This design comes from an exercise in tuning for small area and a short achievable clock period on the open sky130 flow, not from production work.
Function was checked by simulation only, so behaviour that the tests miss may differ from the original.

==> flow/design.v <==
`timescale 1ns / 1ps
`default_nettype none
package mwm_pkg;
  localparam int CMD_W   = 9;    
  localparam int OUT_W   = 9;    
  localparam int MP_W    = 8;    
  localparam int PWR_W   = 11;   
  localparam int MAG_W   = 10;   
  localparam int QW      = 8;    
  localparam int DW      = MAG_W + QW;   
  localparam int D3_W    = MAG_W + 2;    
  localparam int LANES   = 4;    
  localparam int DL      = 3;    
  localparam int OUT_LIMIT = 255;
  localparam logic [MP_W-1:0] MP_RESET = 8'd25;
  localparam int APB_AW    = 3;
  localparam int APB_DW    = 32;
  localparam int REG_IDX_W = 1;
  localparam logic [REG_IDX_W-1:0] REG_MIN_POWER = 1'b0;
  localparam int LANE_FL = 0;
  localparam int LANE_FR = 1;
  localparam int LANE_BL = 2;
  localparam int LANE_BR = 3;
endpackage
`default_nettype wire
`timescale 1ns / 1ps
`default_nettype none
import mwm_pkg::*;
module mwm_apb (
  input  logic              clk_i,
  input  logic              rst_ni,
  input  logic              psel,
  input  logic              penable,
  input  logic              pwrite,
  input  logic [APB_AW-1:0] paddr,
  input  logic [APB_DW-1:0] pwdata,
  output logic [APB_DW-1:0] prdata,
  output logic              pready,
  output logic [MP_W-1:0]   min_power_o
);
  logic [MP_W-1:0]      min_power_q, min_power_d;
  logic [REG_IDX_W-1:0] reg_idx;
  logic                 wr_en;
  assign pready  = 1'b1;
  assign reg_idx = paddr[APB_AW-1:2];
  assign wr_en   = psel && penable && pwrite && pready;
  always_comb begin
    min_power_d = min_power_q;
    if (wr_en && (reg_idx == REG_MIN_POWER)) begin
      min_power_d = pwdata[MP_W-1:0];
    end
  end
  always_ff @(posedge clk_i or negedge rst_ni) begin
    if (!rst_ni) begin
      min_power_q <= MP_RESET;
    end else begin
      min_power_q <= min_power_d;
    end
  end
  always_comb begin
    case (reg_idx)
      REG_MIN_POWER: prdata = APB_DW'(min_power_q);
      default:       prdata = '0;
    endcase
  end
  assign min_power_o = min_power_q;
endmodule
`default_nettype wire
`timescale 1ns / 1ps
`default_nettype none
import mwm_pkg::*;
module mwm_mix (
  input  logic                        clk_i,
  input  logic signed [CMD_W-1:0]     strafe_i,
  input  logic signed [CMD_W-1:0]     forward_i,
  input  logic signed [CMD_W-1:0]     rotate_i,
  output logic [DL-1:0][MAG_W-1:0]    mag_o,    
  output logic [LANES-1:0]            neg_o,    
  output logic [MAG_W-1:0]            top_o,    
  output logic                        tp1_o,    
  output logic                        tfirst_o  
);
  logic signed [MAG_W-1:0] xs, zs, s, d;
  logic                    tp1;
  logic signed [CMD_W-1:0] y_q;
  logic signed [MAG_W-1:0] v_q, w_q;
  logic                    tp1_q;
  always_comb begin
    xs  = MAG_W'(strafe_i);
    zs  = MAG_W'(rotate_i);
    s   = xs + zs;
    d   = xs - zs;
    tp1 = (strafe_i == '0) || (rotate_i == '0) ||
          (strafe_i[CMD_W-1] == rotate_i[CMD_W-1]);
  end
  always_ff @(posedge clk_i) begin
    y_q   <= forward_i;
    v_q   <= tp1 ? d : s;
    w_q   <= tp1 ? s : d;
    tp1_q <= tp1;
  end
  logic signed [PWR_W-1:0] y, pa, pb;
  logic [MAG_W-1:0]        e;
  logic [CMD_W-1:0]        ay;
  logic [PWR_W-1:0]        df;
  logic                    ge, sy, sw, negp, negm, na, nb;
  always_comb begin
    y  = PWR_W'(y_q);
    pa = y + PWR_W'(v_q);
    pb = y - PWR_W'(v_q);
    na = pa[PWR_W-1];
    nb = pb[PWR_W-1];
    ay = y_q[CMD_W-1] ? CMD_W'(-y_q) : CMD_W'(y_q);
    e  = w_q[MAG_W-1] ? MAG_W'(-w_q) : MAG_W'(w_q);    
    top_o = MAG_W'(ay) + e;
    df = PWR_W'(ay) - PWR_W'(e);
    ge = !df[PWR_W-1];              
    sy = y_q[CMD_W-1];
    sw = w_q[MAG_W-1];
    negp = ge ? sy : sw;            
    negm = ge ? sy : !sw;           
    mag_o[0] = ge ? MAG_W'(df) : MAG_W'(-df);
    mag_o[1] = na ? MAG_W'(-pa) : MAG_W'(pa);
    mag_o[2] = nb ? MAG_W'(-pb) : MAG_W'(pb);
    tp1_o    = tp1_q;
    tfirst_o = (y_q == '0) || (w_q == '0) || (sy == sw);
    if (tp1_q) begin
      neg_o[LANE_FL] = negp;
      neg_o[LANE_FR] = negm;
      neg_o[LANE_BR] = na;
      neg_o[LANE_BL] = nb;
    end else begin
      neg_o[LANE_BR] = negp;
      neg_o[LANE_BL] = negm;
      neg_o[LANE_FL] = na;
      neg_o[LANE_FR] = nb;
    end
  end
endmodule
`default_nettype wire
`timescale 1ns / 1ps
`default_nettype none
import mwm_pkg::*;
module mwm_div #(
  parameter bit FAST = 1'b1   
) (
  input  logic [DL-1:0][DW-1:0] w_i,
  input  logic [MAG_W-1:0]      dvs_i,
  input  logic [D3_W-1:0]       dvs3_i,
  output logic [DL-1:0][DW-1:0] w_o
);
  logic [DL-1:0][D3_W-1:0] r4;
  logic [DL-1:0][D3_W:0]   e1, e2, e3;
  logic [DL-1:0]           g1, g2, g3;
  logic [DL-1:0][MAG_W-1:0] rn;
  logic [DL-1:0][1:0]      qd;
  for (genvar l = 0; l < DL; l++) begin : g_lane
    assign r4[l] = w_i[l][DW-1:DW-D3_W];
    assign qd[l] = {g2[l], g3[l] | (g1[l] & !g2[l])};
    assign w_o[l] = {rn[l], w_i[l][DW-D3_W-1:0], qd[l]};
    if (FAST) begin : g_fast
      assign e1[l] = {1'b0, r4[l]} - {3'b0, dvs_i};
      assign e2[l] = {1'b0, r4[l]} - {2'b0, dvs_i, 1'b0};
      assign e3[l] = {1'b0, r4[l]} - {1'b0, dvs3_i};
      assign g1[l] = !e1[l][D3_W];
      assign g2[l] = !e2[l][D3_W];
      assign g3[l] = !e3[l][D3_W];
      assign rn[l] = g3[l] ? e3[l][MAG_W-1:0] :
                     g2[l] ? e2[l][MAG_W-1:0] :
                     g1[l] ? e1[l][MAG_W-1:0] : r4[l][MAG_W-1:0];
    end else begin : g_compact
      assign g1[l] = (r4[l] >= {2'b0, dvs_i});
      assign g2[l] = (r4[l] >= {1'b0, dvs_i, 1'b0});
      assign g3[l] = (r4[l] >= dvs3_i);
      assign e1[l] = '0;
      assign e2[l] = '0;
      assign e3[l] = g3[l] ? {1'b0, dvs3_i} :
                     g2[l] ? {2'b0, dvs_i, 1'b0} :
                     g1[l] ? {3'b0, dvs_i} : '0;
      assign rn[l] = r4[l][MAG_W-1:0] - e3[l][MAG_W-1:0];
    end
  end
endmodule
`default_nettype wire
`timescale 1ns / 1ps
`default_nettype none
import mwm_pkg::*;
module mwm_dband (
  input  logic [QW-1:0]   a_i,
  input  logic [MP_W-1:0] span_i,    
  input  logic [MP_W+1:0] span3_i,   
  output logic [15:0]     n_o
);
  logic [3:0][MP_W+1:0] pp;
  logic [15:0]          r0, r1, r2, s1, c1, s2, c2;
  always_comb begin
    for (int k = 0; k < 4; k++) begin
      case (a_i[2*k +: 2])
        2'd0:    pp[k] = '0;
        2'd1:    pp[k] = (MP_W+2)'(span_i);
        2'd2:    pp[k] = (MP_W+2)'({span_i, 1'b0});
        default: pp[k] = span3_i;
      endcase
    end
    r0  = 16'(pp[0]);
    r1  = 16'(pp[1]) << 2;
    r2  = 16'(pp[2]) << 4;
    s1  = r0 ^ r1 ^ r2;
    c1  = ((r0 & r1) | (r0 & r2) | (r1 & r2)) << 1;
    r2  = 16'(pp[3]) << 6;
    s2  = s1 ^ c1 ^ r2;
    c2  = ((s1 & c1) | (s1 & r2) | (c1 & r2)) << 1;
    n_o = s2 + c2;
  end
endmodule
`default_nettype wire
`timescale 1ns / 1ps
`default_nettype none
import mwm_pkg::*;
module mecanum_wheel_mixer_top (
  input  logic                    clk_i,
  input  logic                    rst_ni,
  input  logic                    start,
  output logic                    busy,
  input  logic signed [CMD_W-1:0] strafe_cmd_i,
  input  logic signed [CMD_W-1:0] forward_cmd_i,
  input  logic signed [CMD_W-1:0] rotate_cmd_i,
  output logic                    done_o,
  output logic signed [OUT_W-1:0] front_left_power_o,
  output logic signed [OUT_W-1:0] front_right_power_o,
  output logic signed [OUT_W-1:0] back_left_power_o,
  output logic signed [OUT_W-1:0] back_right_power_o,
  input  logic                    psel,
  input  logic                    penable,
  input  logic                    pwrite,
  input  logic [APB_AW-1:0]       paddr,
  input  logic [APB_DW-1:0]       pwdata,
  output logic [APB_DW-1:0]       prdata,
  output logic                    pready
);
  localparam int             NSTEP = QW / 2;
  localparam logic [NSTEP-2:0] CUT  = 3'b111;
  localparam int             CUTN  = 1;
  localparam logic [NSTEP-1:0] FAST = 4'b0111;
  localparam int             NV    = 5 + CUTN + int'(CUT[0]) + int'(CUT[1]) + int'(CUT[2]);
  logic            busy_q;
  logic [MP_W-1:0] min_power;
  logic [NV-1:0]   v_q;
  always_ff @(posedge clk_i or negedge rst_ni) begin
    if (!rst_ni) begin
      busy_q <= 1'b1;
      v_q    <= '0;
    end else begin
      busy_q <= 1'b0;
      v_q    <= {v_q[NV-2:0], start && !busy_q};
    end
  end
  assign busy   = busy_q;
  assign done_o = v_q[NV-1];
  mwm_apb u_apb (
    .clk_i       (clk_i),
    .rst_ni      (rst_ni),
    .psel        (psel),
    .penable     (penable),
    .pwrite      (pwrite),
    .paddr       (paddr),
    .pwdata      (pwdata),
    .prdata      (prdata),
    .pready      (pready),
    .min_power_o (min_power)
  );
  logic [DL-1:0][MAG_W-1:0] mag, mag_q;
  logic [LANES-1:0]         neg, neg_q;
  logic [MAG_W-1:0]         top, top_q;
  logic                     tp1, tp1_q, tfirst, tfirst_q;
  mwm_mix u_mix (
    .clk_i    (clk_i),
    .strafe_i (strafe_cmd_i),
    .forward_i(forward_cmd_i),
    .rotate_i (rotate_cmd_i),
    .mag_o    (mag),
    .neg_o    (neg),
    .top_o    (top),
    .tp1_o    (tp1),
    .tfirst_o (tfirst)
  );
  always_ff @(posedge clk_i) begin
    mag_q    <= mag;
    neg_q    <= neg;
    top_q    <= top;
    tp1_q    <= tp1;
    tfirst_q <= tfirst;
  end
  localparam int SB_W = LANES + 2;
  logic [NSTEP-1:0][DL-1:0][DW-1:0] w;
  logic [NSTEP-1:0][MAG_W-1:0]      dv;
  logic [NSTEP-1:0][D3_W-1:0]       dv3;
  logic [NSTEP-1:0][SB_W-1:0]       sb;
  logic [NSTEP-1:0][DL-1:0][DW-1:0] w_d;
  logic [DL-1:0][DW-1:0] w0;
  logic [D3_W-1:0]       d3;
  logic [NSTEP-1:0][MAG_W-1:0] dve;
  logic [MAG_W-1:0]            dve0;
  assign dve0 = {top_q[MAG_W-1:QW], top_q[QW-1:0] | {QW{!(|top_q[MAG_W-1:QW])}}};
  for (genvar k = 0; k < NSTEP; k++) begin : g_dve
    assign dve[k] = {dv[k][MAG_W-1:QW], dv[k][QW-1:0] | {QW{!(|dv[k][MAG_W-1:QW])}}};
  end
  always_comb begin
    for (int l = 0; l < DL; l++) begin
      w0[l] = (DW'(mag_q[l]) << 8) - DW'(mag_q[l]);
    end
    d3 = (D3_W'(dve0) << 1) + D3_W'(dve0);
  end
  if (CUTN != 0) begin : g_cutn
    always_ff @(posedge clk_i) begin
      w[0]   <= w0;
      dv[0]  <= top_q;
      dv3[0] <= d3;
      sb[0]  <= {neg_q, tp1_q, tfirst_q};
    end
  end else begin : g_nocutn
    assign w[0]   = w0;
    assign dv[0]  = top_q;
    assign dv3[0] = d3;
    assign sb[0]  = {neg_q, tp1_q, tfirst_q};
  end
  for (genvar k = 0; k < NSTEP - 1; k++) begin : g_step
    mwm_div #(.FAST(FAST[k])) u_div (
      .w_i    (w[k]),
      .dvs_i  (dve[k]),
      .dvs3_i (dv3[k]),
      .w_o    (w_d[k])
    );
    if (CUT[k]) begin : g_reg
      always_ff @(posedge clk_i) begin
        w[k+1]   <= w_d[k];
        dv[k+1]  <= dv[k];
        dv3[k+1] <= dv3[k];
        sb[k+1]  <= sb[k];
      end
    end else begin : g_wire
      assign w[k+1]   = w_d[k];
      assign dv[k+1]  = dv[k];
      assign dv3[k+1] = dv3[k];
      assign sb[k+1]  = sb[k];
    end
  end
  mwm_div #(.FAST(FAST[NSTEP-1])) u_div_last (
    .w_i    (w[NSTEP-1]),
    .dvs_i  (dve[NSTEP-1]),
    .dvs3_i (dv3[NSTEP-1]),
    .w_o    (w_d[NSTEP-1])
  );
  logic [DL-1:0][QW-1:0]    qd;
  logic [LANES-1:0][QW-1:0] q_d, q;
  logic [LANES-1:0]         qn_d, qneg;
  logic [QW-1:0]            qt;
  logic                     qp1, qfirst;
  always_comb begin
    for (int l = 0; l < DL; l++) begin
      qd[l] = w_d[NSTEP-1][l][QW-1:0];
    end
    {qn_d, qp1, qfirst} = sb[NSTEP-1];
    qt = dv[NSTEP-1][QW-1:0] | {QW{|dv[NSTEP-1][MAG_W-1:QW]}};
    if (qp1) begin
      q_d[LANE_FL] = qfirst ? qt : qd[0];
      q_d[LANE_FR] = qfirst ? qd[0] : qt;
      q_d[LANE_BR] = qd[1];
      q_d[LANE_BL] = qd[2];
    end else begin
      q_d[LANE_BR] = qfirst ? qt : qd[0];
      q_d[LANE_BL] = qfirst ? qd[0] : qt;
      q_d[LANE_FL] = qd[1];
      q_d[LANE_FR] = qd[2];
    end
  end
  always_ff @(posedge clk_i) begin
    q    <= q_d;
    qneg <= qn_d;
  end
  logic [MP_W-1:0] span;
  logic [MP_W+1:0] span3_q;
  assign span = ~min_power;
  always_ff @(posedge clk_i) begin
    span3_q <= (MP_W+2)'({span, 1'b0}) + (MP_W+2)'(span);
  end
  logic [LANES-1:0][15:0] n_d, n_q;
  logic [LANES-1:0]       nneg_q, nnz_q;
  for (genvar l = 0; l < LANES; l++) begin : g_db
    mwm_dband u_db (
      .a_i     (q[l]),
      .span_i  (span),
      .span3_i (span3_q),
      .n_o     (n_d[l])
    );
  end
  always_ff @(posedge clk_i) begin
    n_q    <= n_d;
    nneg_q <= qneg;
    for (int l = 0; l < LANES; l++) begin
      nnz_q[l] <= (q[l] != '0);
    end
  end
  logic [MP_W-1:0]             mm_pos, mm_neg;
  logic [LANES-1:0][QW-1:0]    hi;
  logic [LANES-1:0][8:0]       u;
  logic [LANES-1:0][QW-1:0]    t;
  logic [LANES-1:0][OUT_W-1:0] pwr_d, pwr;
  assign mm_pos = min_power;
  assign mm_neg = (min_power == 8'hff) ? 8'hfe : min_power;
  always_comb begin
    for (int l = 0; l < LANES; l++) begin
      hi[l] = n_q[l][15:8];
      u[l]  = 9'(hi[l]) + 9'(n_q[l][7:0]) + 9'(!nneg_q[l]);
      t[l] = (nneg_q[l] ? mm_neg : mm_pos) + hi[l] + QW'(u[l][8]);
      if (!nnz_q[l]) begin
        pwr_d[l] = '0;
      end else if (nneg_q[l]) begin
        pwr_d[l] = {1'b1, ~t[l]};
      end else begin
        pwr_d[l] = {1'b0, t[l]};
      end
    end
  end
  always_ff @(posedge clk_i) begin
    pwr <= pwr_d;
  end
  assign front_left_power_o  = pwr[LANE_FL];
  assign front_right_power_o = pwr[LANE_FR];
  assign back_left_power_o   = pwr[LANE_BL];
  assign back_right_power_o  = pwr[LANE_BR];
endmodule
`default_nettype wire
==> flow/run.sh <==
#!/bin/bash
# synth_recipe.tcl (not shown) runs the flow's synth.tcl, then flattens the netlist and writes it again
# the make line also repeats each setting of config.mk as NAME=value (left out here)
make -C /OpenROAD-flow-scripts/flow DESIGN_CONFIG=/design/flow/config.mk WORK_HOME=/design/flow/orfs CLKGATE_MAP_FILE= SYNTH_SCRIPT=/design/flow/synth_recipe.tcl finish
==> flow/config.mk <==
export PLATFORM = sky130hd
export DESIGN_NAME = mecanum_wheel_mixer_top
export DESIGN_NICKNAME = mecanum_wheel_mixer_top
export VERILOG_FILES = /design/flow/design.v
export SDC_FILE = /design/flow/constraint.sdc
export NUM_CORES = 4
export LEC_CHECK = 0
export CAP_MARGIN = 20
export CORE_MARGIN = 2
export CORE_UTILIZATION = 60
export CTS_CLUSTER_DIAMETER = 60
export CTS_CLUSTER_SIZE = 25
export PLACE_DENSITY = 0.75
export SETUP_SLACK_MARGIN = 4.75
export SLEW_MARGIN = 20
==> flow/constraint.sdc <==
create_clock -name core_clock -period 8.5 [get_ports {clk_i}]
set_input_delay 1.7000 -clock core_clock [delete_from_list [all_inputs] [get_ports {clk_i}]]
set_output_delay 1.7000 -clock core_clock [all_outputs]
set_load 0.01 [all_outputs]
==> qor.yml, run 1 <==
hp-class: "reg2reg"
worst_pin_slew_ns: 1.08
ys_ff_latch: 560
worstPathArrival_ns: 4.34
finalSetupTns_ns: 0
drc_errors: 0
cp.required_ns: 9.01
cp-start-kind: "flop"
avgSynthCellArea_um2: 8.63
rsz0062_at_grt: "yes"
vias: 33600
drt-wirelength-per-cell_um: 18.2
grt_pass1_wl_um: 164000
clkSinkCount: 560
yosysMostFrequentCell: "ha_1"
synth-edff-count: 0
num_rows: 96
ys_seq_area_frac: 0.273
wl_um: 105000
antenna_found_initial: 4
hold_viol: 0
portBuffers: 87
synthTopCellsByArea: "dfxtp_1 26%, ha_1 18%, xnor2_1 5.5%, fa_1 4.8%, o21ai_0 4.7%"
crit_fanout: 5
cts_tree: "built"
synth_common_cells: "607 x ha_1, 542 x dfxtp_1, 440 x nand2_1"
numCtsBuffers: 45
end_kind: "flop"
worstSetupPathType: "reg2reg"
clock-root-buffer: "clkbuf_16"
cap_violations: 0
synthDominantCellAreaShare: 0.262
fin_crit_ns: 3.83
nets: 5620
initial_core_util: 0.604
status: "finished clean"
max_freq_mhz: 261
hpwl_um: 80300
clkTransAtPathRegs_ns: 0.09
initialDrtViolationCount: 2359
clock_path_buffers: 3
synth_cell_types: 83
slew_viol_final: 0
h-tree-depth: 2
ys_async_sr_fraction: 0.0321
die_w_um: 267
overflow: 0
final_antenna_net_count: 0
yosys_most_used_dff: "dfxtp_1"
gp_congestion: 0.918
postCtsHoldBufs: 0
min_period_over_period: 0.450
grt_use_total: 0.287
synth_area_um2: 41400
dieArea_um2: 71000
via_per_inst: 5.82
drtPass1Iterations: 6
slew_headroom: 0.277
fillCellCount: 5515
finClkSkew_ns: 0.0302
ys_warn_count: 4
synth_cells: 4792
yosysTopAreaCell: "dfxtp_1"
grt_max_degree: 37
syn_to_final_growth_pct: 10.7
grt_pass1_vias: 31300
clk-insertion-delay-late_ns: 0.62
die_h_um: 267
io_pins: 139
core_um2: 68500
setup_viol: 0
drive_gt1_frac: 0.0815
diodes: 0
==> worst paths after layout <==
kind                                                       start                                to  slack (ns)  cells past startpoint
max in group asynchronous                                 rst_ni  u_apb.min_power_q[2]$_DFFE_PN0P_        6.23                      1
worst min register to register                    w[129]$_DFF_P_                    w[185]$_DFF_P_        0.32                      0
worst min-delay path                              w[129]$_DFF_P_                    w[185]$_DFF_P_        0.32                      0
worst max register to register  u_apb.min_power_q[3]$_DFFE_PN1P_                   n_q[14]$_DFF_P_        4.67                     16
worst max-delay path            u_apb.min_power_q[3]$_DFFE_PN1P_                   n_q[14]$_DFF_P_        4.67                     16
min in group asynchronous                                 rst_ni  u_apb.min_power_q[1]$_DFFE_PN0P_        1.60                      1
==> critical path, cell delays in order, from the launching register on <==
cell and delay (ns):
dfstp_4 0.68, buf_12 0.11, buf_6 0.09, mux2i_1 0.05, nand2_1 0.08, o21ai_2 0.06, fa_1 0.54, fa_1 0.46
ha_4 0.28, nor2b_4 0.13, o21ai_2 0.16, a21boi_2 0.09, o21ai_2 0.17, a21oi_2 0.09, o21ai_2 0.16, or4b_1 0.46
o311ai_1 0.10
==> timing repair <==
| action | in CTS | in global routing |
|---|---|---|
| gates cloned | 0 | 1 |
| resized for setup | 147 | 126 |
| buffers inserted | 24 | 13 |
| pin swaps | 16 | 48 |
| endpoints found under the setup margin | 117 | 89 |
==> cell families after synthesis <==
group | after synthesis | synth area share
AO/OA/AOI/OAI | 1223 | 0.184
XOR/XNOR | 401 | 0.0849
adder cells (fa/ha/maj) | 706 | 0.232
buffers and inverters | 483 | 0.0467
flip-flops | 560 | 0.273
multiplexers | 143 | 0.0359
other | 2 | 0.000182
AND/OR/NAND/NOR | 1274 | 0.143
==> state kept, by name, indices dropped and copies added (netlist names) <==
signal             flops
u_apb.min_power_q      8
dv3                   48
top_q                 10
span3_q               10
dv                    40
tp1_q                  1
q                     32
u_mix.tp1_q            1
u_mix.y_q              9
neg_q                  4
pwr                   36
w                    204
nnz_q                  4
busy_q                 1
nneg_q                 4
mag_q                 27
tfirst_q               1
qneg                   4
v_q                    9
sb                    24
u_mix.w_q              9
n_q                   64
u_mix.v_q             10
==> area by class of cell <==
cell class              instances  area (um^2)  area share
clock buffers                  49         1190      0.0261
flip-flops and latches        560        11400       0.249
clock inverters                34          554      0.0121
multi-input cells            3773        28900       0.631
repair buffers                154         1460      0.0319
well taps                     882         1100      0.0241
inverters                     312         1170      0.0256
==> metal layers <==
metal,GRT usage,vias to the layer above,share of wire
met4,0.107,0,0.040
met3,0.0291,248,0.056
li1,-,16800,-
met1,0.380,15500,0.44
met2,0.485,1023,0.47
met5,0,-,0
==> placed cells by master (no fill, tap or decap), types with 30 or more instances in the layout <==
master,n
nand3_1,66
a21oi_1,295
xor2_1,141
nor2b_1,80
mux2i_1,105
xnor2_1,258
o21a_1,59
and2_1,61
o21ai_0,356
fa_1,86
buf_4,54
a21o_1,101
or2_2,30
o21ai_1,52
o21bai_1,35
clkbuf_16,48
nand2b_1,74
nor2_1,332
o211ai_1,34
dfxtp_1,500
nor3_1,63
ha_1,592
nand2_1,439
inv_1,308
clkdlybuf4s50_1,78
==> stage by stage <==
step	util	hold WS, ns	cell area (um^2)	setup WS [ns]	cells
floorplan	-	0.310	41400	4.75	4816
global placement	0.626	0.311	42900	3.87	5643
detailed placement	0.626	0.312	42900	3.82	5643
CTS	0.659	0.320	45100	4.68	5750
global route	0.668	0.330	45800	4.61	5764
finish	0.668	0.321	45800	4.67	5764
==> run 2, diff against run 1 <==
--- a/flow/config.mk
+++ b/flow/config.mk
@@ -10,4 +10,4 @@
 export CORE_UTILIZATION = 60
-export CTS_CLUSTER_DIAMETER = 60
-export CTS_CLUSTER_SIZE = 25
+export CTS_CLUSTER_DIAMETER = 70
+export CTS_CLUSTER_SIZE = 30
 export PLACE_DENSITY = 0.75
==> run 2 against run 1 <==
Net effect:
- register-to-register slack better by 0.03 ns
- clock-buffer cell count is 8 lower
- synthesized cell count stayed put
- non-clock buffer count is 3 higher
- worst setup slack better by 0.015 ns
- maximum frequency is 0.40% higher
- highest routed layer unchanged
- hold slack better by 0.0038 ns
- still clean on timing, DRC and antenna
==> qor.yml, run 2 <==
slew_viol_final: 0  # unchanged
hp-class: "reg2reg"  # unchanged
ys_warn_count: 4  # unchanged
initial_core_util: 0.604  # unchanged
dpl.cell_count: 5643  # unchanged
h-tree-depth: 2  # unchanged
yosysMostFrequentCell: "ha_1"  # unchanged
finClkSkew_ns: 0.0328  # was 0.0302 ns
dr_wl_met2_um: 48800  # was 48700 um
ys_seq_area_frac: 0.273  # unchanged
min_period_over_period: 0.448  # was 0.450
highest-signal-layer: "met4"  # unchanged
syn_to_final_growth_pct: 10.3  # was 10.7%
num_rows: 96  # unchanged
grt_max_degree: 37  # unchanged
crit_fanout: 9  # was 5
worstPathCellList: "buf_6, nor2_1, buf_2"  # was buf_12, buf_6, mux2i_1, nand2_1, o21ai_2, fa_1, fa_1, ha_4, nor2b_4, o21ai_2, a21boi_2, o21ai_2, a21oi_2, o21ai_2, or4b_1, o311ai_1
grt_use_total: 0.287  # about the same
setup_viol: 0  # unchanged
cp.required_ns: 6.80  # was 9.01 ns
largest_reg_flops: 204  # unchanged
hold_viol: 0  # unchanged
synthTopCellsByArea: "dfxtp_1 26%, ha_1 18%, xnor2_1 5.5%, fa_1 4.8%, o21ai_0 4.7%"  # unchanged
clk-insertion-delay-late_ns: 0.61  # was 0.62 ns
reg.largest.list: "w (204), n_q (64), dv3 (48)"  # unchanged
synth-edff-count: 0  # unchanged
initialDrtViolationCount: 2640  # was 2359
finalSetupTns_ns: 0  # unchanged
wl_met1_um: 45900  # about the same
ys_async_sr_fraction: 0.0321  # unchanged
cap_violations: 0  # unchanged
synth_common_cells: "607 x ha_1, 542 x dfxtp_1, 440 x nand2_1"  # unchanged
grt_pass1_vias: 31100  # was 31.3k
core_um2: 68500  # unchanged
die_h_um: 267  # unchanged
end_kind: "output pin"  # was flop
clkTransAtPathRegs_ns: 0.10  # was 0.09 ns
rsz0062_at_grt: "yes"  # unchanged
stdcell_count: 5756  # was 5764
cp-start-kind: "input pin"  # was flop
yosys_most_used_dff: "dfxtp_1"  # unchanged
portBuffers: 87  # unchanged
via_per_inst: 5.80  # was 5.82
hpwl_um: 80300  # unchanged
synth_cell_types: 83  # unchanged
dieArea_um2: 71000  # unchanged
drt-wirelength-per-cell_um: 18.2  # about the same
place_ws_ns: 3.82  # unchanged
clock-root-buffer: "clkbuf_16"  # unchanged
drc_errors: 0  # unchanged
diodes: 0  # unchanged
cts_tree: "built"  # unchanged
clock_path_buffers: 3  # unchanged
worst_slack_ns: 4.69  # was 4.67 ns
antenna_found_initial: 4  # unchanged
fin_crit_ns: 3.81  # was 3.83 ns
io_pins: 139  # unchanged
max_freq_mhz: 262  # was 261 MHz
worstPathArrival_ns: 2.11  # was 4.34 ns
yosysTopAreaCell: "dfxtp_1"  # unchanged
drive_gt1_frac: 0.0810  # was 0.0815
die_w_um: 267  # unchanged
overflow: 0  # unchanged
avgSynthCellArea_um2: 8.63  # unchanged
drtPass1Iterations: 6  # unchanged
worstSetupPathType: "in2out"  # was reg2reg
vias: 33400  # was 33.6k
wl_um: 105000  # about the same
gp_congestion: 0.918  # unchanged
slew_headroom: 0.289  # was 0.277
final_antenna_net_count: 0  # unchanged
ys_ff_latch: 560  # unchanged
clkSinkCount: 560  # unchanged
synth_area_um2: 41400  # unchanged
top_register: "w"  # unchanged
wl_met3_um: 6000  # was 5910 um
synthDominantCellAreaShare: 0.262  # unchanged
synth_cells: 4792  # unchanged
cp_slowest_stage_delay_ns: 0.17  # was 0.68 ns
layout.cells.most_common: "ha_1"  # unchanged
final_cell_mix: "594 x ha_1, 501 x dfxtp_1, 433 x nand2_1"  # was 592 x ha_1, 500 x dfxtp_1, 439 x nand2_1
status: "finished clean"  # unchanged
utilization: 0.666  # was 0.668
numCtsBuffers: 39  # was 45
nets: 5617  # was 5620
cp_slowest_cell: "buf_2"  # was dfstp_4
worst_pin_slew_ns: 1.07  # was 1.08 ns
grt_pass1_wl_um: 164000  # about the same
## run 2: cell counts after synthesis
Identical to the previous run, type by type.
## run 2: what timing repair did
item                       in CTS  in global routing
gates cloned                    1                  1
hold buffers                    0                  0
resized for setup             159                113
pin swaps                      25                 25
buffers inserted               31                  8
setup endpoints to repair     117                 97
## run 2: cell type report
| type | instances | area (um^2) |
|---|---|---|
| Clock inverter | 31 | 563 |
| Inverter | 312 | 1170 |
| Timing Repair Buffer | 157 | 1490 |
| Fill cell | 5547 | 22900 |
| Clock buffer | 41 | 993 |
| Multi-Input combinational cell | 3773 | 28900 |
| Sequential cell | 560 | 11400 |
| Tap cell | 882 | 1100 |
## run 2: worst paths after layout
path,start,end,slack (ns),cells past startpoint
max,paddr[2],prdata[0],4.69,3
min,sb[1]$_DFF_P_,sb[7]$_DFF_P_,0.32,0
max reg2reg,u_apb.min_power_q[3]$_DFFE_PN1P_,n_q[62]$_DFF_P_,4.70,15
min reg2reg,sb[1]$_DFF_P_,sb[7]$_DFF_P_,0.32,0
max in group asynchronous,rst_ni,u_apb.min_power_q[2]$_DFFE_PN0P_,6.21,1
min in group asynchronous,rst_ni,u_apb.min_power_q[1]$_DFFE_PN0P_,1.61,1
## run 2: routing by layer
layer / vias to the layer above / GRT usage
met5: - / 0
met4: 0 / 0.105
met3: 239 / 0.0302
met2: 984 / 0.483
met1: 15400 / 0.382
li1: 16800 / -
## run 2: cell families (layout without fill, tap and decap cells)
kind of cell / after synthesis / in the layout / share of synthesized area
simple gates: 1274 / 1274 / 0.143
xor+xnor: 401 / 401 / 0.0849
buf+inv: 483 / 541 / 0.0467
mux: 143 / 143 / 0.0359
compound gates: 1223 / 1223 / 0.184
flops: 560 / 560 / 0.273
other cells: 2 / 26 / 0.000182
fa+ha+maj: 706 / 706 / 0.232
## run 2: critical path: cells and delay by family
| kind | cells | cell delay (ns) |
|---|---|---|
| buffers and inverters | 2 | 0.29 |
| and+or+nand+nor | 1 | 0.12 |
## run 2: per-stage QoR
| step | hold WS [ns] | area (um^2) |
|---|---|---|
| 2_1_floorplan | 0.310 | 41400 |
| 3_3_place_gp | 0.311 | 42900 |
| 3_5_place_dp | 0.312 | 42900 |
| 4_1_cts | 0.322 | 45100 |
| 5_1_grt | 0.325 | 45600 |
| 6_report | 0.325 | 45600 |
==> run 3, diff against run 2 <==
--- a/flow/config.mk
+++ b/flow/config.mk
@@ -10,4 +10,4 @@
 export CORE_UTILIZATION = 60
-export CTS_CLUSTER_DIAMETER = 70
-export CTS_CLUSTER_SIZE = 30
+export CTS_CLUSTER_DIAMETER = 80
+export CTS_CLUSTER_SIZE = 35
 export PLACE_DENSITY = 0.75
@@ -15 +15,2 @@
 export SLEW_MARGIN = 20
+export TNS_END_PERCENT = 5
==> run 3 against run 2 <==
Net effect:
- clock-buffer cell count shrank 11
- core utilization down 1.2 points
- first-iteration DRC count down 2.5%
- synthesized cell count unchanged
- die area stayed put
- area after synthesis stayed put
- critical endpoint is now prdata[2]
==> qor.yml, run 3 <==
crit_fanout: 9  # unchanged
syn_to_final_growth_pct: 8.30  # was 10.3%
ys_async_sr_fraction: 0.0321  # unchanged
hpwl_um: 80800  # was 80300 um
dpl.cell_count: 5648  # was 5643
synth-edff-count: 0  # unchanged
finalSetupTns_ns: 0  # unchanged
wl_um: 103000  # was 105000 um
hp-class: "reg2reg"  # unchanged
diodes: 0  # unchanged
dieArea_um2: 71000  # unchanged
h-tree-depth: 1  # was 2
min_period_over_period: 0.453  # was 0.448
die_h_um: 267  # unchanged
max_freq_mhz: 260  # was 262 MHz
slew_headroom: 0.284  # was 0.289
drt-wirelength-per-cell_um: 18.0  # was 18.2 um
synth_common_cells: "607 x ha_1, 542 x dfxtp_1, 440 x nand2_1"  # unchanged
finClkSkew_ns: 0.0225  # was 0.0328 ns
core_um2: 68500  # unchanged
antenna_found_initial: 6  # was 4
grt_max_degree: 37  # unchanged
largest_reg_flops: 204  # unchanged
clkTransAtPathRegs_ns: 0.12  # was 0.10 ns
worst_pin_slew_ns: 1.07  # about the same
ys_seq_area_frac: 0.273  # unchanged
portBuffers: 87  # unchanged
slew_viol_final: 0  # unchanged
drive_gt1_frac: 0.0592  # was 0.0810
yosysMostFrequentCell: "ha_1"  # unchanged
top_register: "w"  # unchanged
worstPathArrival_ns: 2.15  # was 2.11 ns
nets: 5597  # was 5617
synthDominantCellAreaShare: 0.262  # unchanged
hold_viol: 0  # unchanged
final_cell_mix: "605 x ha_1, 505 x dfxtp_1, 439 x nand2_1"  # was 594 x ha_1, 501 x dfxtp_1, 433 x nand2_1
cts_tree: "built"  # unchanged
avgSynthCellArea_um2: 8.63  # unchanged
grt_pass1_wl_um: 165000  # was 164000 um
fin_crit_ns: 3.85  # was 3.81 ns
clk-insertion-delay-late_ns: 0.64  # was 0.61 ns
worstSetupPathType: "in2out"  # unchanged
cp-start-kind: "input pin"  # unchanged
num_rows: 96  # unchanged
stdcell_count: 5729  # was 5756
clock-root-buffer: "clkbuf_16"  # unchanged
initialDrtViolationCount: 2575  # was 2640
via_per_inst: 5.80  # about the same
grt_pass1_vias: 31400  # was 31.1k
die_w_um: 267  # unchanged
numCtsBuffers: 30  # was 39
vias: 33200  # was 33.4k
cap_violations: 0  # unchanged
reg2reg_depth: 12  # was 15
yosysTopAreaCell: "dfxtp_1"  # unchanged
status: "finished clean"  # unchanged
ys_warn_count: 4  # unchanged
end_kind: "output pin"  # unchanged
synthTopCellsByArea: "dfxtp_1 26%, ha_1 18%, xnor2_1 5.5%, fa_1 4.8%, o21ai_0 4.7%"  # unchanged
overflow: 0  # unchanged
io_pins: 139  # unchanged
drc_errors: 0  # unchanged
clkSinkCount: 560  # unchanged
clock_path_buffers: 3  # unchanged
cp.required_ns: 6.80  # about the same
synth_cells: 4792  # unchanged
setup_viol: 0  # unchanged
hold_path_depth: 0  # unchanged
reg.largest.list: "w (204), n_q (64), dv3 (48)"  # unchanged
synth_cell_types: 83  # unchanged
initial_core_util: 0.604  # unchanged
drtPass1Iterations: 6  # unchanged
synth_area_um2: 41400  # unchanged
rsz0062_at_grt: "yes"  # unchanged
layout.cells.most_common: "ha_1"  # unchanged
grt_use_total: 0.287  # about the same
final_antenna_net_count: 0  # unchanged
ys_ff_latch: 560  # unchanged
yosys_most_used_dff: "dfxtp_1"  # unchanged
utilization: 0.654  # was 0.666
gp_congestion: 0.944  # was 0.918
## run 3: cell counts after synthesis
No cell type changed its count.
## run 3: cells by family (layout without fill, tap and decap cells)
family | Yosys count | count (layout) | share of synthesized area
other cells | 2 | 26 | 0.000182
fa+ha+maj | 706 | 706 | 0.232
compound gates | 1223 | 1223 | 0.184
mux | 143 | 143 | 0.0359
flops | 560 | 560 | 0.273
simple gates | 1274 | 1274 | 0.143
xor+xnor | 401 | 401 | 0.0849
buf+inv | 483 | 514 | 0.0467
## run 3: stage by stage
| step | cell area, um^2 | setup slack (ns) | hold WS, ns |
|---|---|---|---|
| floorplan | 41400 | 4.74 | 0.310 |
| global placement | 42900 | 3.88 | 0.311 |
| detailed placement | 42900 | 3.85 | 0.312 |
| CTS | 44400 | 4.60 | 0.328 |
| global route | 44800 | 4.50 | 0.334 |
| finish | 44800 | 4.65 | 0.327 |
## run 3: cell type report
type	instances	area (um^2)
multi-input combinational	3773	28500
sequential	560	11400
inverter	312	1170
fill	5671	23700
tap	882	1100
clock inverter	26	479
clock buffer	30	751
timing repair buffer	146	1380
## run 3: worst paths after layout
check	start	end	slack [ns]
max	paddr[2]	prdata[2]	4.65
min	sb[14]$_DFF_P_	sb[20]$_DFF_P_	0.33
max reg2reg	u_apb.min_power_q[4]$_DFFE_PN1P_	n_q[14]$_DFF_P_	4.70
min reg2reg	sb[14]$_DFF_P_	sb[20]$_DFF_P_	0.33
max in group asynchronous	rst_ni	u_apb.min_power_q[5]$_DFFE_PN0P_	6.38
min in group asynchronous	rst_ni	v_q[7]$_DFF_PN0_	1.53
## run 3: routing by layer
| layer | up-vias | wire (um) | track usage |
|---|---|---|---|
| met4 | 0 | 4330 | 0.107 |
| met1 | 15300 | 45600 | 0.386 |
| met3 | 205 | 5820 | 0.0268 |
| met5 | - | 0 | 0 |
| li1 | 16700 | - | - |
| met2 | 983 | 47400 | 0.479 |
## run 3: timing repair
action / CTS / global route
hold buffers: 0 / 0
buffers inserted: 18 / 7
pin swaps: 0 / 11
endpoints found under the setup margin: 111 / 149
gates resized for setup: 90 / 69
## run 3: critical path: stages
cell and delay, ns:
buf_6 0.11, nor2_1 0.09, clkdlybuf4s15_1 0.25
==> run 4, diff against run 3 <==
--- a/flow/config.mk
+++ b/flow/config.mk
@@ -12,2 +12,3 @@
 export CTS_CLUSTER_SIZE = 35
+export GPL_TIMING_DRIVEN = 0
 export PLACE_DENSITY = 0.75
@@ -15,2 +16 @@
 export SLEW_MARGIN = 20
-export TNS_END_PERCENT = 5
==> run 4 against run 3 <==
Net effect:
- critical endpoint is now n_q[14]$_DFF_P_
- global-route usage grew 2.4 points
- clock skew rose by 0.027 ns
- cell area increased by 3.4%
- via count up 3.8%
- maximum frequency increased by 1.0%
==> qor.yml, run 4 <==
slew_viol_final: 0  # unchanged
clock-root-buffer: "clkbuf_16"  # unchanged
portBuffers: 86  # was 87
cpMostUsedCell: "o21ai_2"
avgSynthCellArea_um2: 8.63  # unchanged
top_register: "w"  # unchanged
cp_slowest_stage_delay_ns: 0.65  # was 0.25 ns
rr_endpoint: "n_q[14]$_DFF_P_"  # unchanged
min_period_over_period: 0.448  # was 0.453
gp_congestion: 0.971  # was 0.944
hold_path.startpoint: "sb[15]$_DFF_P_"  # was sb[14]$_DFF_P_
final_antenna_net_count: 0  # unchanged
grtUsageMet2: 0.509  # was 0.479
fin_crit_ns: 3.81  # was 3.85 ns
grt_use_total: 0.312  # was 0.287
initialDrtViolationCount: 2614  # was 2575
cap_violations: 0  # unchanged
setup_viol: 0  # unchanged
yosysTopAreaCell: "dfxtp_1"  # unchanged
clock_path_buffers: 3  # unchanged
drc_errors: 0  # unchanged
finalSetupTns_ns: 0  # unchanged
ys_seq_area_frac: 0.273  # unchanged
worstSetupPathType: "reg2reg"  # was in2out
synth-edff-count: 0  # unchanged
busiest_layer: "met2"  # unchanged
nets: 5772  # was 5597
yosys_most_used_dff: "dfxtp_1"  # unchanged
end_kind: "flop"  # was output pin
use_met1: 0.424  # was 0.386
worst_pin_slew_ns: 0.964  # was 1.07 ns
drtPass1Iterations: 6  # unchanged
slew_headroom: 0.355  # was 0.284
synth_cell_types: 83  # unchanged
via_per_inst: 5.84  # was 5.80
grt_pass1_wl_um: 175000  # was 165000 um
largest_reg_flops: 204  # unchanged
die_w_um: 267  # unchanged
worstPathArrival_ns: 4.37  # was 2.15 ns
ys_async_sr_fraction: 0.0321  # unchanged
clk-insertion-delay-late_ns: 0.65  # was 0.64 ns
ys_warn_count: 4  # unchanged
h-tree-depth: 1  # unchanged
hold_path_depth: 0  # unchanged
synth_cells: 4792  # unchanged
antenna_found_initial: 4  # was 6
drt-wirelength-per-cell_um: 19.4  # was 18.0 um
crit_fanout: 6  # was 9
hp-class: "reg2reg"  # unchanged
fillCellCount: 5611  # was 5671
hpwl_um: 89800  # was 80800 um
core_um2: 68500  # unchanged
cts_tree: "built"  # unchanged
syn_to_final_growth_pct: 12.0  # was 8.30%
wl_um: 114000  # was 103000 um
whs_endpoint: "sb[21]$_DFF_P_"  # was sb[20]$_DFF_P_
drive_gt1_frac: 0.0954  # was 0.0592
worstPathCellList: "clkbuf_16, mux2i_1, nand2_1, o21ai_2, fa_1, fa_1, ha_4, nor2b_2, o21ai_2, a21boi_2, o21ai_2, a21oi_2, o21ai_2, or4b_1, o311ai_1"  # was buf_6, nor2_1, clkdlybuf4s15_1
clkSinkCount: 560  # unchanged
status: "finished clean"  # unchanged
layout.cells.most_common: "ha_1"  # unchanged
clkTransAtPathRegs_ns: 0.12  # about the same
cp_slowest_cell: "dfstp_2"  # was clkdlybuf4s15_1
worst_slack_ns: 4.69  # was 4.65 ns
final_cell_mix: "593 x ha_1, 526 x dfxtp_1, 439 x nand2_1"  # was 605 x ha_1, 505 x dfxtp_1, 439 x nand2_1
ys_ff_latch: 560  # unchanged
hold_viol: 0  # unchanged
io_pins: 139  # unchanged
synthTopCellsByArea: "dfxtp_1 26%, ha_1 18%, xnor2_1 5.5%, fa_1 4.8%, o21ai_0 4.7%"  # unchanged
finClkSkew_ns: 0.0496  # was 0.0225 ns
synth_area_um2: 41400  # unchanged
cp.required_ns: 9.06  # was 6.80 ns
vias: 34500  # was 33.2k
synthDominantCellAreaShare: 0.262  # unchanged
grt_pass1_vias: 32000  # was 31.4k
numCtsBuffers: 30  # unchanged
initial_core_util: 0.604  # unchanged
yosysMostFrequentCell: "ha_1"  # unchanged
reg2reg_depth: 15  # was 12
place_ws_ns: 3.78  # was 3.85 ns
overflow: 0  # unchanged
reg2reg_setup_slack_ns: 4.69  # was 4.70 ns
dieArea_um2: 71000  # unchanged
synth_common_cells: "607 x ha_1, 542 x dfxtp_1, 440 x nand2_1"  # unchanged
rsz0062_at_grt: "yes"  # unchanged
reg.largest.list: "w (204), n_q (64), dv3 (48)"  # unchanged
r2r-start: "u_apb.min_power_q[3]$_DFFE_PN1P_"  # was u_apb.min_power_q[4]$_DFFE_PN1P_
die_h_um: 267  # unchanged
grt_max_degree: 37  # unchanged
cp-start-kind: "flop"  # was input pin
num_rows: 96  # unchanged
use_met3: 0.0336  # was 0.0268
max_freq_mhz: 263  # was 260 MHz
[run 4: logic make-up (layout without fill, tap and decap cells)]
| kind of cell | after synthesis | count (layout) | share of synthesized area |
|---|---|---|---|
| flops | 560 | 560 | 0.273 |
| compound gates | 1223 | 1223 | 0.184 |
| buf+inv | 483 | 688 | 0.0467 |
| simple gates | 1274 | 1274 | 0.143 |
| xor+xnor | 401 | 401 | 0.0849 |
| other cells | 2 | 27 | 0.000182 |
| fa+ha+maj | 706 | 706 | 0.232 |
| mux | 143 | 143 | 0.0359 |
[run 4: stage by stage]
stage	utilization	hold WS (ns)	std cells	instance area [um^2]
final	0.676	0.333	5904	46300
after CTS	0.664	0.332	5868	45400
after global routing	0.676	0.328	5903	46300
after detailed placement	0.634	0.312	5785	43400
after floorplan	-	0.310	4816	41400
after global placement	0.634	0.310	5784	43400
[run 4: layer usage]
metal | wire length, um | up-vias | part of all wire
li1 | - | 17000 | -
met5 | 0 | - | 0
met3 | 7340 | 250 | 0.064
met4 | 5100 | 0 | 0.045
met1 | 50400 | 16000 | 0.44
met2 | 51600 | 1201 | 0.45
[run 4: worst max-delay path, delay by kind of cell, from the launching register on]
family / cells / cell delay (ns)
simple gates: 3 / 0.69
fa+ha+maj: 3 / 1.30
compound gates: 7 / 0.82
flops: 1 / 0.65
buf+inv: 1 / 0.19
mux: 1 / 0.07
[run 4: worst max-delay path by stage]
stage                                startpoint         endpoint  slack, ns  cells after the start
2_1_floorplan                      q[4]$_DFF_P_  n_q[14]$_DFF_P_       4.75                     16
3_3_place_gp   u_apb.min_power_q[3]$_DFFE_PN1P_  n_q[14]$_DFF_P_       3.80                     15
3_5_place_dp   u_apb.min_power_q[3]$_DFFE_PN1P_  n_q[14]$_DFF_P_       3.78                     15
4_1_cts        u_apb.min_power_q[3]$_DFFE_PN1P_  n_q[14]$_DFF_P_       4.66                     15
5_1_grt        u_apb.min_power_q[3]$_DFFE_PN1P_  n_q[14]$_DFF_P_       4.59                     15
6_report       u_apb.min_power_q[3]$_DFFE_PN1P_  n_q[14]$_DFF_P_       4.69                     15
[run 4: cell type report]
| type | instances | area, um^2 | area share |
|---|---|---|---|
| Sequential cell | 560 | 11300 | 0.245 |
| Timing Repair Buffer | 150 | 1380 | 0.0299 |
| Inverter | 312 | 1200 | 0.0259 |
| Clock buffer | 31 | 754 | 0.0163 |
| Multi-Input combinational cell | 3773 | 28900 | 0.624 |
| Clock inverter | 24 | 468 | 0.0101 |
| Buffer | 171 | 1160 | 0.0250 |
| Tap cell | 882 | 1100 | 0.0238 |
| Antenna cell | 1 | 2.50 | 0.0000540 |
[run 4: timing repair]
item	CTS	global route
cloned	0	1
pin swaps	17	60
buffers inserted	28	34
resized for setup	233	177
endpoints found under the setup margin	139	131
hold buffers	0	0
==> run 5, diff against run 4 <==
--- a/flow/config.mk
+++ b/flow/config.mk
@@ -12,3 +12,2 @@
 export CTS_CLUSTER_SIZE = 35
-export GPL_TIMING_DRIVEN = 0
 export PLACE_DENSITY = 0.75
==> run 5 against run 4 <==
Net effect:
- maximum frequency grew 1.2%
- final cell count down 2.9%
- non-clock buffer count fell by 174
==> qor.yml, run 5 <==
initial_core_util: 0.604  # unchanged
grt_max_degree: 37  # unchanged
num_rows: 96  # unchanged
synthTopCellsByArea: "dfxtp_1 26%, ha_1 18%, xnor2_1 5.5%, fa_1 4.8%, o21ai_0 4.7%"  # unchanged
die_w_um: 267  # unchanged
grt_use_total: 0.284  # was 0.312
cp_slowest_cell: "buf_2"  # was dfstp_2
synth_cells: 4792  # unchanged
wl_um: 104000  # was 114000 um
cp-start-kind: "input pin"  # was flop
cap_violations: 0  # unchanged
worstPathArrival_ns: 2.07  # was 4.37 ns
finalSetupTns_ns: 0  # unchanged
rsz0062_at_grt: "yes"  # unchanged
synth_cell_types: 83  # unchanged
drtPass1Iterations: 5  # was 6
numCtsBuffers: 30  # unchanged
avgSynthCellArea_um2: 8.63  # unchanged
grt_pass1_vias: 30900  # was 32.0k
nets: 5598  # was 5772
cp.depth: 3  # was 15
ys_seq_area_frac: 0.273  # unchanged
clock_path_buffers: 3  # unchanged
fin_crit_ns: 3.77  # was 3.81 ns
wl_met3_um: 5960  # was 7340 um
io_pins: 139  # unchanged
syn_to_final_growth_pct: 9.13  # was 12.0%
reg2reg_depth: 15  # unchanged
slew_viol_final: 0  # unchanged
path_delay_family: "buffers and inverters"  # was adder cells
end_kind: "output pin"  # was flop
final_area_um2: 45100  # was 46300 um^2
hp-class: "reg2reg"  # unchanged
wl_met1_um: 45500  # was 50400 um
max_freq_mhz: 266  # was 263 MHz
finClkSkew_ns: 0.0294  # was 0.0496 ns
drt-wirelength-per-cell_um: 18.1  # was 19.4 um
h-tree-depth: 1  # unchanged
final_cell_mix: "594 x ha_1, 500 x dfxtp_1, 437 x nand2_1"  # was 593 x ha_1, 526 x dfxtp_1, 439 x nand2_1
drc_errors: 0  # unchanged
worstPathCellList: "buf_6, nor2_1, buf_2"  # was clkbuf_16, mux2i_1, nand2_1, o21ai_2, fa_1, fa_1, ha_4, nor2b_2, o21ai_2, a21boi_2, o21ai_2, a21oi_2, o21ai_2, or4b_1, o311ai_1
ys_async_sr_fraction: 0.0321  # unchanged
final_antenna_net_count: 0  # unchanged
via_per_inst: 5.82  # was 5.84
portBuffers: 87  # was 86
antenna_found_initial: 4  # unchanged
setup_viol: 0  # unchanged
clock-root-buffer: "clkbuf_16"  # unchanged
crit_fanout: 9  # was 6
clk-insertion-delay-late_ns: 0.64  # was 0.65 ns
diodes: 0  # was 1
hpwl_um: 80300  # was 89800 um
largest_reg_flops: 204  # unchanged
layout.cells.most_common: "ha_1"  # unchanged
vias: 33400  # was 34.5k
ys_ff_latch: 560  # unchanged
core_um2: 68500  # unchanged
cp_slowest_stage_delay_ns: 0.15  # was 0.65 ns
synth_common_cells: "607 x ha_1, 542 x dfxtp_1, 440 x nand2_1"  # unchanged
min_period_over_period: 0.443  # was 0.448
dr_wl_met2_um: 48600  # was 51600 um
top_register: "w"  # unchanged
path_buf_inv: 2  # was 1
cp.required_ns: 6.80  # was 9.06 ns
yosysMostFrequentCell: "ha_1"  # unchanged
hold_path_depth: 0  # unchanged
gp_congestion: 0.918  # was 0.971
initialDrtViolationCount: 2535  # was 2614
dieArea_um2: 71000  # unchanged
status: "finished clean"  # unchanged
die_h_um: 267  # unchanged
worstSetupPathType: "in2out"  # was reg2reg
yosysTopAreaCell: "dfxtp_1"  # unchanged
clkTransAtPathRegs_ns: 0.12  # about the same
synthDominantCellAreaShare: 0.262  # unchanged
cts_tree: "built"  # unchanged
hold_viol: 0  # unchanged
overflow: 0  # unchanged
drive_gt1_frac: 0.0747  # was 0.0954
slew_headroom: 0.288  # was 0.355
ys_warn_count: 4  # unchanged
clkSinkCount: 560  # unchanged
synth-edff-count: 0  # unchanged
synth_area_um2: 41400  # unchanged
place_area_um2: 42900  # was 43400 um^2
grt_pass1_wl_um: 162000  # was 175000 um
highest-signal-layer: "met4"  # unchanged
yosys_most_used_dff: "dfxtp_1"  # unchanged
worst_pin_slew_ns: 1.07  # was 0.964 ns
reg.largest.list: "w (204), n_q (64), dv3 (48)"  # unchanged
-- run 5: cell counts after synthesis --
No cell type changed its count.
-- run 5: cell families (layout without fill, tap and decap cells) --
family	after synthesis	in the layout	synth area share
muxes	143	143	0.0359
AOI/OAI and AO/OA	1223	1223	0.184
xor gates and xnor gates	401	401	0.0849
DFF	560	560	0.273
and+or+nand+nor	1274	1274	0.143
other	2	26	0.000182
adders and majority gates	706	706	0.232
buffers and inverters	483	515	0.0467
-- run 5: cell type report --
| type | instances | area, um^2 |
|---|---|---|
| clock buffers | 33 | 793 |
| inverters | 312 | 1180 |
| fillers | 5586 | 23300 |
| multi-input cells | 3773 | 28800 |
| well taps | 882 | 1100 |
| clock inverters | 23 | 457 |
| flip-flops and latches | 560 | 11400 |
| repair buffers | 147 | 1350 |
-- run 5: stage by stage --
step / hold WS, ns / worst slack [ns] / utilization / instances
CTS: 0.330 / 4.72 / 0.652 / 5726
floorplan: 0.310 / 4.75 / - / 4816
finish: 0.328 / 4.73 / 0.659 / 5730
global placement: 0.311 / 3.87 / 0.626 / 5643
detailed placement: 0.312 / 3.82 / 0.626 / 5643
global route: 0.329 / 4.61 / 0.659 / 5730
-- run 5: metal layers --
layer  global-route usage  vias to the layer above
met4               0.0922                        0
met5                    0                        -
met1                0.380                    15400
li1                     -                    16700
met3               0.0277                      204
met2                0.481                     1040
-- run 5: path summary, 6_finish.rpt --
| path | from | end | slack, ns |
|---|---|---|---|
| worst max-delay path | paddr[2] | prdata[2] | 4.73 |
| worst min-delay path | w[4]$_DFF_P_ | w[60]$_DFF_P_ | 0.33 |
| worst min register to register | w[4]$_DFF_P_ | w[60]$_DFF_P_ | 0.33 |
| max in group asynchronous | rst_ni | u_apb.min_power_q[2]$_DFFE_PN0P_ | 6.24 |
| worst max register to register | u_apb.min_power_q[3]$_DFFE_PN1P_ | n_q[46]$_DFF_P_ | 4.74 |
| min in group asynchronous | rst_ni | u_apb.min_power_q[2]$_DFFE_PN0P_ | 1.58 |
-- run 5: what timing repair did --
item / CTS / global route
setup buffers: 27 / 4
resized for setup: 145 / 121
pin swaps: 17 / 30
setup endpoints to repair: 119 / 103
hold buffers: 0 / 0

static timing again, ports no longer ideal:
The results above use ideal ports. As a check the final layouts listed here were re-extracted and re-timed, cells and wires unchanged.
Step 1: set_driving_cell puts a clkbuf_16 on clk_i and a buf_2 on each other input, an assumption about the parent block.
Step 2, shift: input delay + t, output delay - t, t = (earliest + latest rising clock arrival at the registers) / 2. This alone moves slack from input paths to output paths.
Slacks: no drivers / after step 1 / after step 2; pairs: no drivers / after step 1.
| run | t (ns) | setup WS [ns] | hold slack, ns | worst register clock-pin slew, ns | worst data-port slew with drivers (ns) |
|---|---|---|---|---|---|
| run 1 | 0.670 | 4.674 / 4.674 / 4.267 | 0.321 / 0.321 / 0.321 | 0.09 / 0.09 | 0.04 |
| run 2 | 0.663 | 4.689 / 4.624 / 4.273 | 0.325 / 0.325 / 0.325 | 0.11 / 0.11 | 0.04 |
| run 3 | 0.706 | 4.652 / 4.609 / 4.154 | 0.327 / 0.327 / 0.327 | 0.12 / 0.12 | 0.04 |
| run 4 | 0.691 | 4.691 / 4.690 / 4.315 | 0.333 / 0.333 / 0.333 | 0.12 / 0.12 | 0.08 |
| run 5 | 0.693 | 4.734 / 4.703 / 4.302 | 0.328 / 0.328 / 0.328 | 0.12 / 0.12 | 0.05 |
After both steps every run listed still meets setup and hold. For run 3, which loses most, drivers alone change the setup slack by -0.043 ns; drivers and shift together by -0.498 ns.
